What follows belongs to an exercise in optimizing a design on an open flow for small area, a short achievable clock period and few clock cycles; a production flow would make more cautious choices.
Only simulation tests tie the RTL to the original design; equivalence was not proved.
No activity file was given, so power comes from the tool's default toggle rates.

## P
==> flow/design.v <==
package isms_pkg;
  localparam int CAPACITY  = 64;
  localparam int CNT_W     = $clog2(CAPACITY + 1);
  localparam int VAL_W     = 32;
  localparam int CNT_OUT_W = 7;
  localparam logic [1:0] OP_INSERT = 2'd0;
  localparam logic [1:0] OP_REMOVE = 2'd1;
  localparam logic [1:0] OP_QUERY  = 2'd2;
  localparam logic [1:0] OP_CLEAR  = 2'd3;
  localparam logic [1:0] STAT_DONE      = 2'd0;
  localparam logic [1:0] STAT_DUPLICATE = 2'd1;
  localparam logic [1:0] STAT_NOT_FOUND = 2'd2;
  localparam logic [1:0] STAT_FULL      = 2'd3;
  localparam int N_ENTRY = 4;
endpackage
import isms_pkg::*;
module integer_set_membership_table (
  input  logic                                clk,
  input  logic                                rst,
  input  logic                                in_valid,
  output logic                                in_ready,
  input  logic [1:0]                          op,
  input  logic signed [isms_pkg::VAL_W-1:0]   value,
  output logic                                out_valid,
  input  logic                                out_ready,
  output logic                                was_present,
  output logic [1:0]                          status,
  output logic [isms_pkg::CNT_OUT_W-1:0]      member_count
);
  localparam int N = CAPACITY;
  localparam int W = VAL_W;
  localparam int S = N / N_ENTRY;
  localparam int G = 8;             
  logic         ap_v;
  logic [1:0]   ap_op;
  logic [W-1:0] ap_key;
  logic [G-1:0] ap_any;     
  logic [N-1:0][W-1:0] ring;
  logic [N-1:0]        ring_v;
  logic [CNT_W-1:0]    count;
  logic [1:0] q_n;
  logic [9:0] q0, q1;
  logic [N_ENTRY-1:0] hole;
  logic [N_ENTRY-1:0] take;
  for (genvar j = 0; j < N_ENTRY; j++) begin : g_hole
    assign hole[j] = !ring_v[(j * S + N - 1) % N];
  end
  always_comb begin
    take = '0;
    for (int j = N_ENTRY - 1; j >= 0; j--) begin
      if (hole[j]) take = N_ENTRY'(1) << j;
    end
  end
  logic go, is_ins, is_clr, full, present, ins_ok;
  assign is_ins  = (ap_op == OP_INSERT);
  assign is_clr  = (ap_op == OP_CLEAR);
  assign full    = (count == CNT_W'(CAPACITY));
  assign go      = ap_v && !q_n[1] && !(is_ins && !full && !(|hole));
  assign present = |ap_any;
  assign ins_ok  = go && is_ins && !present && !full;
  logic [1:0]       stat;
  logic [CNT_W-1:0] count_next;
  always_comb begin
    stat       = STAT_DONE;
    count_next = count;
    case (ap_op)
      OP_INSERT: begin
        if (present)   stat = STAT_DUPLICATE;
        else if (full) stat = STAT_FULL;
        else           count_next = count + CNT_W'(1);
      end
      OP_REMOVE: begin
        if (!present)  stat = STAT_NOT_FOUND;
        else           count_next = count - CNT_W'(1);
      end
      OP_CLEAR:        count_next = '0;
      default: ;
    endcase
  end
  logic [9:0] res;
  assign res = {present && !is_clr, stat, CNT_OUT_W'(count_next)};
  logic [N-1:0] hit;
  logic         same;
  for (genvar p = 0; p < N; p++) begin : g_cmp
    assign hit[p] = ring_v[p] && (ring[p] == value);
  end
  assign same = (ap_key == value);
  logic in_fire, t_rem, t_clr, put;
  assign in_fire = in_valid && in_ready;
  assign t_rem   = in_fire && (op == OP_REMOVE);
  assign t_clr   = in_fire && (op == OP_CLEAR);
  assign put     = go && is_ins && !full && same;
  logic [N-1:0] ring_v_n;
  logic         ap_v_n;
  logic [1:0]   ap_op_n, q_n_n;
  logic         pop;
  assign pop = q_n[0] && out_ready;
  always_comb begin
    for (int p = 0; p < N; p++) begin
      if (p % S == 0 && take[p / S])
        ring_v_n[p] = ins_ok && !(t_rem && same) && !t_clr;
      else
        ring_v_n[p] = ring_v[(p + N - 1) % N] && !(t_rem && hit[(p + N - 1) % N])
                      && !t_clr;
    end
    ap_v_n  = in_fire || (ap_v && !go);
    ap_op_n = in_fire ? op : ap_op;
    case ({go, pop})
      2'b10:   q_n_n = {q_n[0], 1'b1};
      2'b01:   q_n_n = {1'b0, q_n[1]};
      default: q_n_n = q_n;
    endcase
  end
  logic hole_any_n, full_n, go_n;
  always_comb begin
    hole_any_n = t_clr;
    for (int j = 0; j < N_ENTRY; j++) hole_any_n |= !ring_v[(j * S + N - 2) % N];
  end
  assign full_n = go ? (count_next == CNT_W'(CAPACITY)) : full;
  assign go_n   = ap_v_n && !q_n_n[1] && !((ap_op_n == OP_INSERT) && !full_n && !hole_any_n);
  always_ff @(posedge clk) begin
    for (int p = 0; p < N; p++) begin
      if (p % S == 0 && take[p / S])
        ring[p] <= ap_key;
      else
        ring[p] <= ring[(p + N - 1) % N];
    end
  end
  always_ff @(posedge clk) begin
    if (rst) begin
      ring_v   <= '0;
      count    <= '0;
      ap_v     <= 1'b0;
      q_n      <= 2'b00;
      in_ready <= 1'b1;
    end else begin
      ring_v   <= ring_v_n;
      if (go) count <= count_next;
      ap_v     <= ap_v_n;
      q_n      <= q_n_n;
      in_ready <= !ap_v_n || go_n;
    end
  end
  always_ff @(posedge clk) begin
    if (in_ready) begin
      ap_op  <= op;
      ap_key <= value;
      for (int g = 0; g < G; g++)
        ap_any[g] <= (|hit[g * (N / G) +: N / G]) || (g == 0 && put);
    end
  end
  always_ff @(posedge clk) begin
    if (pop) begin
      q0 <= (go && !q_n[1]) ? res : q1;
      if (go) q1 <= res;
    end else if (go) begin
      if (!q_n[0]) q0 <= res;
      else         q1 <= res;
    end
  end
  assign out_valid    = q_n[0];
  assign was_present  = q0[9];
  assign status       = q0[8:7];
  assign member_count = q0[6:0];
endmodule
export LEC_CHECK = 0
export CAP_MARGIN = 20
export CORE_MARGIN = 2
export CORE_UTILIZATION = 55
export CTS_CLUSTER_DIAMETER = 100
export CTS_CLUSTER_SIZE = 24
export PLACE_DENSITY = 0.75
export SETUP_SLACK_MARGIN = 3.5
export SLEW_MARGIN = 20
export TNS_END_PERCENT = 10
create_clock -name core_clock -period 6.0 [get_ports {clk}]
run.sh (not shown) runs the stock make flow with config.mk's settings and CLKGATE_MAP_FILE= SYNTH_SCRIPT=/design/flow/synth_recipe.tcl, a recipe that flattens the netlist after the stock synthesis.
Testbench counts of P, summed over its fixed seeds: cycles 5,720.
[inputs] Q vs P
Settings: PLACE_DENSITY no longer set, was 0.75.
==> results.txt <==
P -> Q: via count decreased by a few percent
Per the comparison of Q with P, synthesized cell count did not really move, count of clock buffers in the final design went down, sequential cell area did not really move, met1 track utilization from global routing went up.
On worst hold slack, Q tracks P almost exactly.
Q finished every stage and its layout cleared the timing, DRC and antenna checks.
Area taken by multi-input logic gates: Q vs P, no meaningful difference
Per the comparison of Q with P, post-CTS setup repair buffer count higher; first-iteration DRC count has decreased; signed area change from the synthesized netlist to the final layout went up by 0.27 points; total wirelength of the detailed-routed design went up about 3.6%.
Edits applied to the flow inputs when going from Q to R:
Settings: CTS_BUF_LIST: unset -> sky130_fd_sc_hd__clkbuf_8; TNS_END_PERCENT: 10 -> unset; CTS_CLUSTER_SIZE: 24 -> unset; CTS_CLUSTER_DIAMETER: 100 -> unset.
==> comparison <==
- Total placed cells including tap cells delta (Q -> R): insignificant
- Total power of the final layout, R vs Q: up by more than 10%
- Comparing Q and R, the higher area growth from synthesis to final layout is on R.
- [R vs Q] routed wire length: lower in R
- Cell count: R higher than Q
- Between Q and R, the combinational power share is lower for R.
diff inputs: R => S
Settings: putting CTS_CLUSTER_SIZE at 24 where nothing was set; clearing CTS_BUF_LIST, which used to be sky130_fd_sc_hd__clkbuf_8; putting CTS_CLUSTER_DIAMETER at 100 where nothing was set; putting TNS_END_PERCENT at 0 where nothing was set.
### Flow results
- The worst setup path endpoint comes out in_ready in one run and ring_v[32] in the other, namely in R and S respectively.
- Source of the critical timing path: value[12] -> S, in_ready -> R
- Summary of S over R: share of the core filled with cells in the final layout now smaller; total length of routed wires grew by 5.5%; non-clock buffer count now larger; final design instance area without fill decreased about 4%.
The following lists how T was set up differently from S:
Settings: TNS_END_PERCENT no longer set, was 0.
[summary]
In the metrics for T and S, the one carrying the lower synthesis-to-layout area growth is S. The cell total after placement on T is in line with that on S. met1 as the most crowded layer after global routing was reported by T, and met2 by S. T has final clock period utilization by the worst path below what S had.

[afterwards: timing with drivers on the ports]
No port has a modelled driver above. Below, the same layouts with a new extraction and two added sets of constraints.
Step 1: set_driving_cell puts a clkbuf_16 on clk and a buf_2 on each other input, an assumption about the parent block.
Step 2 adds t to the input delays and takes it off the output delays; t is the mean of the earliest and latest rising clock arrival at the registers after step 1. Input paths then give back, and output paths get back, about the clock's delay inside the block.
Three values: no drivers, after step 1, after step 2; two values: the first two.
run | shift t [ns] | setup slack, ns | worst setup path at the end | worst register clock-pin slew, ns | cell pins on the clock port's net
P | 0.818 | 3.332 / 3.162 / 2.344 | input to register | 0.12 / 0.12 | 1
Q | 0.832 | 3.420 / 3.191 / 2.359 | input to register | 0.11 / 0.11 | 1
R | 1.069 | 3.205 / 3.130 / 2.286 | input to register | 0.07 / 0.07 | 1
S | 0.841 | 3.373 / 3.159 / 2.318 | input to register | 0.11 / 0.11 | 1
T | 0.845 | 3.429 / 3.224 / 2.379 | input to register | 0.11 / 0.11 | 1
After both steps every run listed still meets setup and hold. The setup slack of Q, which loses most, moves by -0.229 ns with the drivers and by -1.061 ns with both steps.
